Source: an optimization exercise on an open RTL-to-GDS flow (aim: small area, a short achievable clock period and few clock cycles). Production flows keep margins and buffers that such runs may drop. In this exercise RTL edits were held to simulation tests only and were not proved equivalent to the original. The flow treats the clock pin as an ideal source, which a real chip does not have. Power figures rest on the tool's default switching activity, not on a simulated workload.

==> flow/design.v <==
`timescale 1ns/100ps
module priority_queue_top (
    input  logic                  clk,
    input  logic                  reset,
    input  logic                  insert,
    input  logic [32-1:0] insert_data,
    input  logic                  remove,
    output logic                  busy,
    output logic                  full,
    output logic                  empty,
    output logic [32-1:0] data_out,
    output logic                  data_valid
);
    localparam int N = 16;
    localparam int W = 32;
    logic [N-1:0][W-1:0] slot;      
    logic [N-1:0] valid;         
    logic [W-1:0] key_q;         
    logic         ins_q;         
    logic         rem_q;         
    function automatic logic greater(input logic [W-1:0] a, input logic [W-1:0] b);
        logic c;
        c = 1'b0;
        for (int j = 0; j < W; j++) c = (a[j] & ~b[j]) | (a[j] & c) | (~b[j] & c);
        greater = c;
    endfunction
    logic [N-1:0] cmp_q;         
    logic         cmp_key_q;     
    logic [N-1:0] was_hold_q;    
    logic [N-1:0] was_key_q;
    logic [N-1:0] was_up_q;
    logic         was_dn_q;
    logic [N-1:0] gt;
    always_comb begin
        for (int i = 0; i < N; i++) begin
            gt[i] = (was_hold_q[i] & cmp_q[i]) | (was_key_q[i] & cmp_key_q);
            if (i > 0)     gt[i] = gt[i] | (was_up_q[i] & cmp_q[(i+N-1)%N]);
            if (i < N - 1) gt[i] = gt[i] | (was_dn_q & cmp_q[(i+1)%N]);
            else           gt[i] = gt[i] | was_dn_q;
        end
    end
    logic [N-1:0] valid_nx;
    always_comb begin
        valid_nx = valid;
        if (ins_q) valid_nx = {valid[N-2:0], 1'b1};
        if (rem_q) valid_nx = {1'b0, valid[N-1:1]};
    end
    wire ins_ok = insert && !full;
    wire rem_ok = remove && !empty;
    logic [N-1:0] s_hold, s_key, s_up, s_dn;
    always_comb begin
        for (int i = 0; i < N; i++) begin
            s_dn[i]   = rem_q;
            s_key[i]  = ins_q && gt[i] && (i == 0 || !gt[i-1]);
            s_up[i]   = ins_q && gt[i] && i != 0 && gt[i-1];
            s_hold[i] = !rem_q && !(ins_q && gt[i]);
        end
    end
    logic [N-1:0][W-1:0] slot_nx;
    always_comb begin
        for (int i = 0; i < N; i++) begin
            slot_nx[i] = ({W{s_hold[i]}} & slot[i]) | ({W{s_key[i]}} & key_q);
            if (i > 0)     slot_nx[i] = slot_nx[i] | ({W{s_up[i]}} & slot[i-1]);
            if (i < N - 1) slot_nx[i] = slot_nx[i] | ({W{s_dn[i]}} & slot[i+1]);
        end
    end
    always_ff @(posedge clk) begin
        key_q     <= insert_data;
        slot      <= slot_nx;
        was_hold_q <= s_hold;
        was_key_q  <= s_key;
        was_up_q   <= s_up;
        was_dn_q   <= rem_q;
        cmp_key_q <= greater(insert_data, key_q);
        for (int i = 0; i < N; i++) cmp_q[i] <= !valid[i] || greater(insert_data, slot[i]);
    end
    always_ff @(posedge clk) begin
        if (reset) begin
            valid     <= '0;
            ins_q     <= 1'b0;
            rem_q     <= 1'b0;
            full  <= 1'b0;
            empty <= 1'b1;
        end else begin
            valid     <= valid_nx;
            ins_q     <= ins_ok;
            rem_q     <= rem_ok;
            full  <= ins_ok ? valid_nx[N-2] : (!rem_ok && valid_nx[N-1]);
            empty <= !ins_ok && (rem_ok ? !valid_nx[1] : !valid_nx[0]);
        end
    end
    assign busy       = 1'b0;
    assign data_valid = rem_q;
    assign data_out   = slot[0];
endmodule
clock: 6.0 ns
lec_check: 0
cap_margin: 20
core_margin: 2
core_utilization: 45
cts_buf_list: sky130_fd_sc_hd__clkbuf_4 sky130_fd_sc_hd__clkbuf_8
cts_cluster_size: 20
place_density: 0.6
setup_slack_margin: 3.3
slew_margin: 20
standard.sh (not shown) runs the stock make flow with config.mk's settings and CLKGATE_MAP_FILE= SYNTH_SCRIPT=/design/flow/synth_recipe.tcl, a recipe that flattens the netlist after the stock synthesis.
==> flow/flow/run.sh <==
#!/bin/bash
# Standard layout, with the delay cells kept out of port buffering and timing repair,
# and long wires buffered after clock tree synthesis (flow/post_cts.tcl).
set -euo pipefail
bash standard.sh synth > synth.log 2>&1
export DONT_USE_CELLS="sky130_fd_sc_hd__clkdlybuf4s15_1 sky130_fd_sc_hd__clkdlybuf4s15_2 sky130_fd_sc_hd__clkdlybuf4s18_1 sky130_fd_sc_hd__clkdlybuf4s18_2 sky130_fd_sc_hd__clkdlybuf4s25_1 sky130_fd_sc_hd__clkdlybuf4s25_2 sky130_fd_sc_hd__clkdlybuf4s50_1 sky130_fd_sc_hd__clkdlybuf4s50_2 sky130_fd_sc_hd__dlygate4sd1_1 sky130_fd_sc_hd__dlygate4sd2_1 sky130_fd_sc_hd__dlygate4sd3_1 sky130_fd_sc_hd__dlymetal6s2s_1 sky130_fd_sc_hd__dlymetal6s4s_1 sky130_fd_sc_hd__dlymetal6s6s_1"
export POST_CTS_TCL="$PWD/flow/post_cts.tcl"
export BUFFER_PORTS_ARGS="-buffer_cell sky130_fd_sc_hd__buf_4"
bash standard.sh finish > finish.log 2>&1
==> flow/flow/post_cts.tcl <==
# Extra repair after clock tree synthesis: buffer long wires, then repair
# setup again with the placement parasitics.
estimate_parasitics -placement
repair_design -max_wire_length 200 -verbose
detailed_placement
estimate_parasitics -placement
repair_timing -setup -setup_margin $::env(SETUP_SLACK_MARGIN) -repair_tns 100 -verbose
detailed_placement
check_placement -verbose
Testbench counts at the start, summed over its fixed seeds: cycles 3,600.
Change:
--- a/flow/flow/run.sh
+++ b/flow/flow/run.sh
@@ -2,2 +2 @@
-# Standard layout, with the delay cells kept out of port buffering and timing repair,
-# and long wires buffered after clock tree synthesis (flow/post_cts.tcl).
+# Standard layout, with the delay cells kept out of port buffering and timing repair.
@@ -7 +5,0 @@
-export POST_CTS_TCL="$PWD/flow/post_cts.tcl"
Settings changed: CORE_UTILIZATION 45 to 55, CTS_CLUSTER_SIZE 20 to 40, PLACE_DENSITY 0.6 to 0.7.
removed: flow/flow/post_cts.tcl
Result: Combinational power decreases by 4.1%. Area after synthesis is unchanged. Routed wire length decreases by 7.1%. Power decreases by 3.4%. Via count decreases by about 1.1%. Setup slack is worse by 0.074 ns. Global-route usage increases by 3.7 points.
Change:
Settings changed: CTS_CLUSTER_SIZE 40 to 20, SETUP_SLACK_MARGIN 3.3 to 3.7.
After rerunning: The new run completed with no timing, DRC or antenna violations. Sequential share of layout area decreases by 1.4 points. Critical path depth is unchanged. Worst setup slack improves by 0.35 ns.
Change:
Settings changed: SETUP_SLACK_MARGIN 3.7 to 3.45.
The new run completed with no timing, DRC or antenna violations.
Core utilization is lower by 2.4 points.
Final area shrinks by a few percent.
Via count drops slightly.
Power falls by a few percent.
Die area does not change.
Area after synthesis is unchanged.
Routed wire length came out lower by a few percent.

what the ideal ports hide:
The results above use ideal ports. As a check the final layouts listed here were re-extracted and re-timed, cells and wires unchanged.
Step 1 assumes that a clkbuf_16 drives the clock port and a buf_2 every other input.
Step 2 adds t to the input delays and takes it off the output delays; t is the mean of the earliest and latest rising clock arrival at the registers after step 1. Input paths then give back, and output paths get back, about the clock's delay inside the block.
Three values: no drivers, after step 1, after step 2; two values: the first two.
run	t (ns)	setup WS [ns]	hold WS [ns]	slew at the worst register clock pin (ns)	worst data-port slew with drivers (ns)
the first run	0.798	3.273 / 3.308 / 2.510	0.498 / 0.498 / 0.498	0.07 / 0.07	0.11
the second run	0.787	3.199 / 3.195 / 2.408	0.492 / 0.492 / 0.492	0.07 / 0.07	0.12
the third run	0.789	3.552 / 3.524 / 2.747	0.490 / 0.490 / 0.490	0.07 / 0.07	0.13
the fourth run	0.794	3.347 / 3.337 / 2.543	0.475 / 0.475 / 0.475	0.07 / 0.07	0.17
After both steps setup and hold are still met in every run listed. The setup slack of the third run, which loses most, moves by -0.028 ns with the drivers and by -0.805 ns with both steps.
